This is an optimization exercise on Yosys and OpenROAD, whose aim is small area, not a production implementation.
RTL that was checked went through simulation tests only; none was proved equivalent to the original.
Power is estimated from default activity; no workload was simulated.

## the reference run
Design page_pool_free_list_allocator_core, start of the top module:
module page_pool_free_list_allocator_core
(
  input  logic        clk,
  input  logic        rst_n,
  input  logic        in_valid,
  output logic        in_ready,
  input  logic [9:0]  in_data,
  output logic        out_valid,
  input  logic        out_ready,
  output logic [18:0] out_data
);
  logic       s1_vld_r;
  logic [1:0] s1_cmd_r;
  logic [5:0] s1_idx_r;
  logic       out_valid_r;
  logic       out_free, fire;
  logic       oor;
  assign out_free = !out_valid_r || out_ready;
  assign fire     = s1_vld_r && out_free;
  assign in_ready = !s1_vld_r || out_free;
  assign oor      = |in_data[7:6];
  always_ff @(posedge clk) begin
    if (!rst_n) begin
      s1_vld_r <= 1'b0;
    end else if (in_ready) begin
      s1_vld_r <= in_valid;
    end
  end
  always_ff @(posedge clk) begin
    if (in_ready) begin
      s1_cmd_r <= {in_data[9] | (in_data[8] & oor), in_data[8]};
      s1_idx_r <= {in_data[5:1], !in_data[9] & (in_data[0] | oor)};
    end
  end
  logic [6:0]  cnt_r;                
  logic [6:0]  init_r;               
  logic [5:0]  fifo_r [64];          
  logic [63:0] used_r;               
  logic        phase_r;              
  logic is_alloc, is_free, is_reinit, is_x;
  logic full, empty, used_bit;
  logic alloc_ok, free_ok;
  logic [5:0] head_page;
  logic [1:0] status;
  assign is_alloc  = (s1_cmd_r == 2'd0);
  assign is_free   = (s1_cmd_r == 2'd1);
  assign is_reinit = (s1_cmd_r == 2'd2);
  assign is_x      = (s1_cmd_r == 2'd3);
  assign full     = cnt_r[6];
  assign empty    = (cnt_r == 7'd0);
  assign alloc_ok = is_alloc && !full;
  assign free_ok  = is_free && used_bit;    
  logic [7:0]  rsel_lo, rsel_hi;
  logic [47:0] rgrp [8];
  logic [47:0] rgrp_q;
  logic [5:0]  fifo_rd;
  logic [7:0]  cdec_lo, cdec_hi;
  ppfl_dec8 u_rdec_lo (.a(cnt_r[2:0]), .y(cdec_lo));
  ppfl_dec8 u_rdec_hi (.a(cnt_r[5:3]), .y(cdec_hi));
  always_comb begin
    for (int i = 0; i < 8; i++) begin
      rsel_lo[i] = cdec_lo[7 - i];
      rsel_hi[i] = cdec_hi[7 - i];
    end
  end
  always_comb begin
    for (int k = 0; k < 8; k++) begin
  ...
==> module ppfl_ucell, before the edit <==
module ppfl_ucell
(
  input  logic r0,
  input  logic r1,
  input  logic c,
  input  logic q,
  output logic d
);
  assign d = ~((r0 & c) | (~(r1 & c) & q));
endmodule
==> module page_pool_free_list_allocator_core, before the edit <==
module page_pool_free_list_allocator_core
(
  input  logic        clk,
  input  logic        rst_n,
  input  logic        in_valid,
  output logic        in_ready,
  input  logic [9:0]  in_data,
  output logic        out_valid,
  input  logic        out_ready,
  output logic [18:0] out_data
);
  logic       s1_vld_r;
  logic [1:0] s1_cmd_r;
  logic [5:0] s1_idx_r;
  logic       out_valid_r;
  logic       out_free, fire;
  logic       oor;
  assign out_free = !out_valid_r || out_ready;
  assign fire     = s1_vld_r && out_free;
  assign in_ready = !s1_vld_r || out_free;
  assign oor      = |in_data[7:6];
  always_ff @(posedge clk) begin
    if (!rst_n) begin
      s1_vld_r <= 1'b0;
    end else if (in_ready) begin
      s1_vld_r <= in_valid;
    end
  end
  always_ff @(posedge clk) begin
    if (in_ready) begin
      s1_cmd_r <= {in_data[9] | (in_data[8] & oor), in_data[8]};
      s1_idx_r <= {in_data[5:1], !in_data[9] & (in_data[0] | oor)};
    end
  end
  logic [6:0]  cnt_r;                
  logic [6:0]  init_r;               
  logic [5:0]  fifo_r [64];          
  logic [63:0] used_r;               
  logic        phase_r;              
  logic is_alloc, is_free, is_reinit, is_x;
  logic full, empty, used_bit;
  logic alloc_ok, free_ok;
  logic [5:0] head_page;
  logic [1:0] status;
  assign is_alloc  = (s1_cmd_r == 2'd0);
  assign is_free   = (s1_cmd_r == 2'd1);
  assign is_reinit = (s1_cmd_r == 2'd2);
  assign is_x      = (s1_cmd_r == 2'd3);
  assign full     = cnt_r[6];
  assign empty    = (cnt_r == 7'd0);
  assign alloc_ok = is_alloc && !full;
  assign free_ok  = is_free && used_bit;    
  logic [7:0]  rsel_lo, rsel_hi;
  logic [47:0] rgrp [8];
  logic [47:0] rgrp_q;
  logic [5:0]  fifo_rd;
  logic [7:0]  cdec_lo, cdec_hi;
  ppfl_dec8 u_rdec_lo (.a(cnt_r[2:0]), .y(cdec_lo));
  ppfl_dec8 u_rdec_hi (.a(cnt_r[5:3]), .y(cdec_hi));
  always_comb begin
    for (int i = 0; i < 8; i++) begin
      rsel_lo[i] = cdec_lo[7 - i];
      rsel_hi[i] = cdec_hi[7 - i];
    end
  end
  always_comb begin
    for (int k = 0; k < 8; k++) begin
      for (int j = 0; j < 8; j++) rgrp[k][j*6 +: 6] = fifo_r[8*k + j];
    end
  end
  for (genvar k = 0; k < 8; k++) begin : g_rd
    ppfl_sel8 #(.W(6)) u_sel (.d(rgrp[k]), .sel(rsel_lo), .q(rgrp_q[k*6 +: 6]));
  end
  logic [5:0] fifo_rd_raw;
  ppfl_sel8 #(.W(6)) u_rsel_hi (.d(rgrp_q), .sel(rsel_hi), .q(fifo_rd_raw));
  assign fifo_rd = fifo_rd_raw ^ {6{phase_r}};
  assign head_page = init_r[6] ? fifo_rd : init_r[5:0];
  always_comb begin
    status = 2'd0;
    if (is_alloc) begin
      status = {1'b0, full};
    end else if (is_free) begin
      status = {!used_bit, !used_bit && !empty};
    end else if (is_x && s1_idx_r[0]) begin
      status = {1'b1, !empty};
    end
  end
  always_ff @(posedge clk) begin
    if (!rst_n) begin
      cnt_r  <= '0;
      init_r <= '0;
    end else if (fire) begin
      if (is_reinit) begin
        cnt_r  <= '0;
        init_r <= '0;
      end else if (alloc_ok) begin
        cnt_r <= cnt_r + 7'd1;
        if (!init_r[6]) init_r <= init_r + 7'd1;
      end else if (free_ok) begin
        cnt_r <= cnt_r - 7'd1;
      end
    end
  end
  logic       push, push_n;
  logic [5:0] push_page;
  always_ff @(posedge clk) begin
    if (!rst_n) phase_r <= 1'b0;
    else        phase_r <= !phase_r;
  end
  ppfl_both u_push (.a(fire && free_ok), .y(push), .y_n(push_n));
  assign push_page = s1_idx_r ^ {6{phase_r}};
  always_ff @(posedge clk) begin
    fifo_r[0] <= ~(({6{push}} & push_page) | ({6{push_n}} & fifo_r[0]));
    for (int i = 1; i < 64; i++) begin
      fifo_r[i] <= ~(({6{push}} & fifo_r[i-1]) | ({6{push_n}} & fifo_r[i]));
    end
  end
  logic [5:0] uidx;
  logic       uwe, uclr, uval, phase_nxt;
  logic [7:0] usel_lo, usel_hi, ugrp;
  logic [7:0] ucol, urow, urow0, urow1;
  logic       used_raw;
  assign uidx = is_alloc ? head_page : s1_idx_r;
  assign uwe  = fire && (alloc_ok || free_ok);
  assign uclr = !rst_n || (fire && is_reinit);
  assign uval = is_alloc && !uclr;
  ppfl_dec8 u_udec_lo (.a(uidx[2:0]), .y(usel_lo));
  ppfl_dec8 u_udec_hi (.a(uidx[5:3]), .y(usel_hi));
  assign ucol  = usel_lo | {8{uclr}};
  assign urow  = (usel_hi & {8{uwe}}) | {8{uclr}};
  assign phase_nxt = rst_n && !phase_r;
  assign urow0 = urow & {8{uval == phase_nxt}};
  assign urow1 = urow & {8{uval != phase_nxt}};
  logic [7:0] rdsel_lo, rdsel_hi;
  ppfl_dec8 u_urdec_lo (.a(s1_idx_r[2:0]), .y(rdsel_lo));
  ppfl_dec8 u_urdec_hi (.a(s1_idx_r[5:3]), .y(rdsel_hi));
  for (genvar k = 0; k < 8; k++) begin : g_urd
    ppfl_sel8 #(.W(1)) u_sel (.d(used_r[8*k +: 8]), .sel(rdsel_lo), .q(ugrp[k]));
  end
  ppfl_sel8 #(.W(1)) u_usel_hi (.d(ugrp), .sel(rdsel_hi), .q(used_raw));
  assign used_bit = used_raw ^ phase_r;
  logic [63:0] used_d;
  for (genvar i = 0; i < 64; i++) begin : g_used
    ppfl_ucell u_cell (.r0(urow0[i / 8]), .r1(urow1[i / 8]), .c(ucol[i % 8]), .q(used_r[i]), .d(used_d[i]));
  end
  always_ff @(posedge clk) begin
    used_r <= used_d;
  end
  logic [5:0] out_grant_r;
  logic [1:0] out_status_r;
  always_ff @(posedge clk) begin
    if (!rst_n) begin
      out_valid_r <= 1'b0;
    end else if (out_free) begin
      out_valid_r <= s1_vld_r;
    end
  end
  always_ff @(posedge clk) begin
    if (fire) begin
      out_grant_r  <= alloc_ok ? head_page : 6'd0;
      out_status_r <= status;
    end
  end
  assign out_valid = out_valid_r;
  assign out_data  = {2'b00, out_grant_r, out_status_r, 2'b00, cnt_r};
endmodule
clock: 6.0 ns
lec_check: 0
cap_margin: 20
core_margin: 2
core_utilization: 55
slew_margin: 20
synth_hierarchical: 1
synth_minimum_keep_size: 0
standard.sh (not shown) runs the stock make flow with config.mk's settings and CLKGATE_MAP_FILE= SYNTH_SCRIPT=/design/flow/synth_recipe.tcl, a recipe that flattens the netlist after the stock synthesis.
==> flow/flow/run.sh <==
#!/bin/bash
# The standard ORFS layout (the standard.sh), with these changes:
#  - ports are buffered with sky130_fd_sc_hd__buf_1 instead of the default
#    cell that buffer_ports picks;
#  - clock tree synthesis clusters the flip-flops into groups of up to 20
#    under clkbuf_8 leaf buffers and inserts no dummy loads;
#  - the largest buffers and inverters are added to the platform's
#    don't-use list, so that repair builds fanout trees from smaller ones.
# Every tool's output goes to the ORFS logs under orfs/logs/, and make's own
# output to flow_make.log in this folder.
set -euo pipefail
PLATFORM_DONT_USE="sky130_fd_sc_hd__probe_p_8 sky130_fd_sc_hd__probec_p_8 sky130_fd_sc_hd__lpflow_bleeder_1 sky130_fd_sc_hd__lpflow_clkbufkapwr_1 sky130_fd_sc_hd__lpflow_clkbufkapwr_16 sky130_fd_sc_hd__lpflow_clkbufkapwr_2 sky130_fd_sc_hd__lpflow_clkbufkapwr_4 sky130_fd_sc_hd__lpflow_clkbufkapwr_8 sky130_fd_sc_hd__lpflow_clkinvkapwr_1 sky130_fd_sc_hd__lpflow_clkinvkapwr_16 sky130_fd_sc_hd__lpflow_clkinvkapwr_2 sky130_fd_sc_hd__lpflow_clkinvkapwr_4 sky130_fd_sc_hd__lpflow_clkinvkapwr_8 sky130_fd_sc_hd__lpflow_decapkapwr_12 sky130_fd_sc_hd__lpflow_decapkapwr_3 sky130_fd_sc_hd__lpflow_decapkapwr_4 sky130_fd_sc_hd__lpflow_decapkapwr_6 sky130_fd_sc_hd__lpflow_decapkapwr_8 sky130_fd_sc_hd__lpflow_inputiso0n_1 sky130_fd_sc_hd__lpflow_inputiso0p_1 sky130_fd_sc_hd__lpflow_inputiso1n_1 sky130_fd_sc_hd__lpflow_inputiso1p_1 sky130_fd_sc_hd__lpflow_inputisolatch_1 sky130_fd_sc_hd__lpflow_isobufsrc_1 sky130_fd_sc_hd__lpflow_isobufsrc_16 sky130_fd_sc_hd__lpflow_isobufsrc_2 sky130_fd_sc_hd__lpflow_isobufsrc_4 sky130_fd_sc_hd__lpflow_isobufsrc_8 sky130_fd_sc_hd__lpflow_isobufsrckapwr_16 sky130_fd_sc_hd__lpflow_lsbuf_lh_hl_isowell_tap_1 sky130_fd_sc_hd__lpflow_lsbuf_lh_hl_isowell_tap_2 sky130_fd_sc_hd__lpflow_lsbuf_lh_hl_isowell_tap_4 sky130_fd_sc_hd__lpflow_lsbuf_lh_isowell_4 sky130_fd_sc_hd__lpflow_lsbuf_lh_isowell_tap_1 sky130_fd_sc_hd__lpflow_lsbuf_lh_isowell_tap_2 sky130_fd_sc_hd__lpflow_lsbuf_lh_isowell_tap_4"
EXTRA_DONT_USE="sky130_fd_sc_hd__buf_8 sky130_fd_sc_hd__buf_12 sky130_fd_sc_hd__buf_16 sky130_fd_sc_hd__bufbuf_8 sky130_fd_sc_hd__bufbuf_16 sky130_fd_sc_hd__inv_12 sky130_fd_sc_hd__inv_16 sky130_fd_sc_hd__clkinv_16 sky130_fd_sc_hd__clkbuf_16 sky130_fd_sc_hd__bufinv_16"
bash standard.sh \
  "DONT_USE_CELLS=$PLATFORM_DONT_USE $EXTRA_DONT_USE" \
  "BUFFER_PORTS_ARGS=-buffer_cell sky130_fd_sc_hd__buf_1" \
  "CTS_ARGS=-sink_clustering_enable -repair_clock_nets -sink_clustering_size 20 -sink_clustering_max_diameter 60 -buf_list sky130_fd_sc_hd__clkbuf_8 -dont_use_dummy_load" \
  finish > flow_make.log 2>&1
diff inputs: the reference run => the trial run
--- a/flow/design.v
+++ b/flow/design.v
@@ -41,22 +41,12 @@
   input  logic a,
   output logic y,
   output logic y_n
 );
   assign y   = a;
   assign y_n = ~a;
-endmodule
-module ppfl_ucell
-(
-  input  logic r0,
-  input  logic r1,
-  input  logic c,
-  input  logic q,
-  output logic d
-);
-  assign d = ~((r0 & c) | (~(r1 & c) & q));
 endmodule
 `default_nettype wire
 `default_nettype none
 module page_pool_free_list_allocator_core
 (
   input  logic        clk,
@@ -110,21 +100,14 @@
   assign alloc_ok = is_alloc && !full;
   assign free_ok  = is_free && used_bit;    
   logic [7:0]  rsel_lo, rsel_hi;
   logic [47:0] rgrp [8];
   logic [47:0] rgrp_q;
   logic [5:0]  fifo_rd;
-  logic [7:0]  cdec_lo, cdec_hi;
-  ppfl_dec8 u_rdec_lo (.a(cnt_r[2:0]), .y(cdec_lo));
-  ppfl_dec8 u_rdec_hi (.a(cnt_r[5:3]), .y(cdec_hi));
-  always_comb begin
-    for (int i = 0; i < 8; i++) begin
-      rsel_lo[i] = cdec_lo[7 - i];
-      rsel_hi[i] = cdec_hi[7 - i];
-    end
-  end
+  ppfl_dec8 u_rdec_lo (.a(~cnt_r[2:0]), .y(rsel_lo));
+  ppfl_dec8 u_rdec_hi (.a(~cnt_r[5:3]), .y(rsel_hi));
   always_comb begin
     for (int k = 0; k < 8; k++) begin
       for (int j = 0; j < 8; j++) rgrp[k][j*6 +: 6] = fifo_r[8*k + j];
     end
   end
   for (genvar k = 0; k < 8; k++) begin : g_rd
@@ -172,41 +155,33 @@
     fifo_r[0] <= ~(({6{push}} & push_page) | ({6{push_n}} & fifo_r[0]));
     for (int i = 1; i < 64; i++) begin
       fifo_r[i] <= ~(({6{push}} & fifo_r[i-1]) | ({6{push_n}} & fifo_r[i]));
     end
   end
   logic [5:0] uidx;
-  logic       uwe, uclr, uval, phase_nxt;
+  logic       uwe, uclr;
   logic [7:0] usel_lo, usel_hi, ugrp;
-  logic [7:0] ucol, urow, urow0, urow1;
-  logic       used_raw;
+  logic [7:0] uen_lo_n, uen_hi_n;
   assign uidx = is_alloc ? head_page : s1_idx_r;
   assign uwe  = fire && (alloc_ok || free_ok);
   assign uclr = !rst_n || (fire && is_reinit);
-  assign uval = is_alloc && !uclr;
   ppfl_dec8 u_udec_lo (.a(uidx[2:0]), .y(usel_lo));
   ppfl_dec8 u_udec_hi (.a(uidx[5:3]), .y(usel_hi));
-  assign ucol  = usel_lo | {8{uclr}};
-  assign urow  = (usel_hi & {8{uwe}}) | {8{uclr}};
-  assign phase_nxt = rst_n && !phase_r;
-  assign urow0 = urow & {8{uval == phase_nxt}};
-  assign urow1 = urow & {8{uval != phase_nxt}};
   logic [7:0] rdsel_lo, rdsel_hi;
   ppfl_dec8 u_urdec_lo (.a(s1_idx_r[2:0]), .y(rdsel_lo));
   ppfl_dec8 u_urdec_hi (.a(s1_idx_r[5:3]), .y(rdsel_hi));
   for (genvar k = 0; k < 8; k++) begin : g_urd
     ppfl_sel8 #(.W(1)) u_sel (.d(used_r[8*k +: 8]), .sel(rdsel_lo), .q(ugrp[k]));
   end
-  ppfl_sel8 #(.W(1)) u_usel_hi (.d(ugrp), .sel(rdsel_hi), .q(used_raw));
-  assign used_bit = used_raw ^ phase_r;
-  logic [63:0] used_d;
-  for (genvar i = 0; i < 64; i++) begin : g_used
-    ppfl_ucell u_cell (.r0(urow0[i / 8]), .r1(urow1[i / 8]), .c(ucol[i % 8]), .q(used_r[i]), .d(used_d[i]));
-  end
-  always_ff @(posedge clk) begin
-    used_r <= used_d;
+  ppfl_sel8 #(.W(1)) u_usel_hi (.d(ugrp), .sel(rdsel_hi), .q(used_bit));
+  assign uen_lo_n = ~(usel_lo | {8{uclr}});
+  assign uen_hi_n = ~((usel_hi & {8{uwe}}) | {8{uclr}});
+  always_ff @(posedge clk) begin
+    for (int i = 0; i < 64; i++) begin
+      if (!(uen_lo_n[i % 8] || uen_hi_n[i / 8])) used_r[i] <= is_alloc && !uclr;
+    end
   end
   logic [5:0] out_grant_r;
   logic [1:0] out_status_r;
   always_ff @(posedge clk) begin
     if (!rst_n) begin
       out_valid_r <= 1'b0;
## What came out
Final cell count down 91 in the trial run wrt the reference run
Looking at maximum number of pins on one net before global-route repair, the trial run sits above the reference run.
In the trial run the met3 wire length turned out about 4% higher than in the reference run.
Of the trial run and the reference run, the higher final-layout non-clock buffer area share belongs to the reference run.
Looking at most heavily used metal layer in global routing, the met1 result is from the reference run; the met2 one comes from the trial run.
In the flow results for the trial run and the reference run, the number of signal-net buffers in the layout is larger on the reference run.
Diff the reference run -> the trial run: worst hold margin up 0.012 ns; fraction of power consumed by combinational cells down 3.8 points.
The RTL of the reference run was laid out without a check of its function.

[afterwards: timing with drivers on the ports]
No port has a modelled driver above. Below, the same layouts with a new extraction and two added sets of constraints. Step 1 (the two cells are an assumption about what drives the block):
set clk [get_ports {clk}]
set_driving_cell -lib_cell sky130_fd_sc_hd__clkbuf_16 $clk
set_driving_cell -lib_cell sky130_fd_sc_hd__buf_2 [delete_from_list [all_inputs] $clk]
Step 2 also shifts input and output timing later by t, the mid clock arrival at the registers, as if the neighbouring blocks saw the same clock. a / b / c = ideal ports / drivers / drivers and shift; a / b = the first two.
run	shift t [ns]	setup slack, ns	worst setup path after step 2	clock arrival spread, ns	pins driven straight from the clock port
the reference run	0.599	0.948 / 0.948 / 0.948	register to register	0.055 / 0.055	1
the trial run	0.594	0.774 / 0.774 / 0.774	register to register	0.052 / 0.052	1
After both steps every run listed still meets setup and hold.
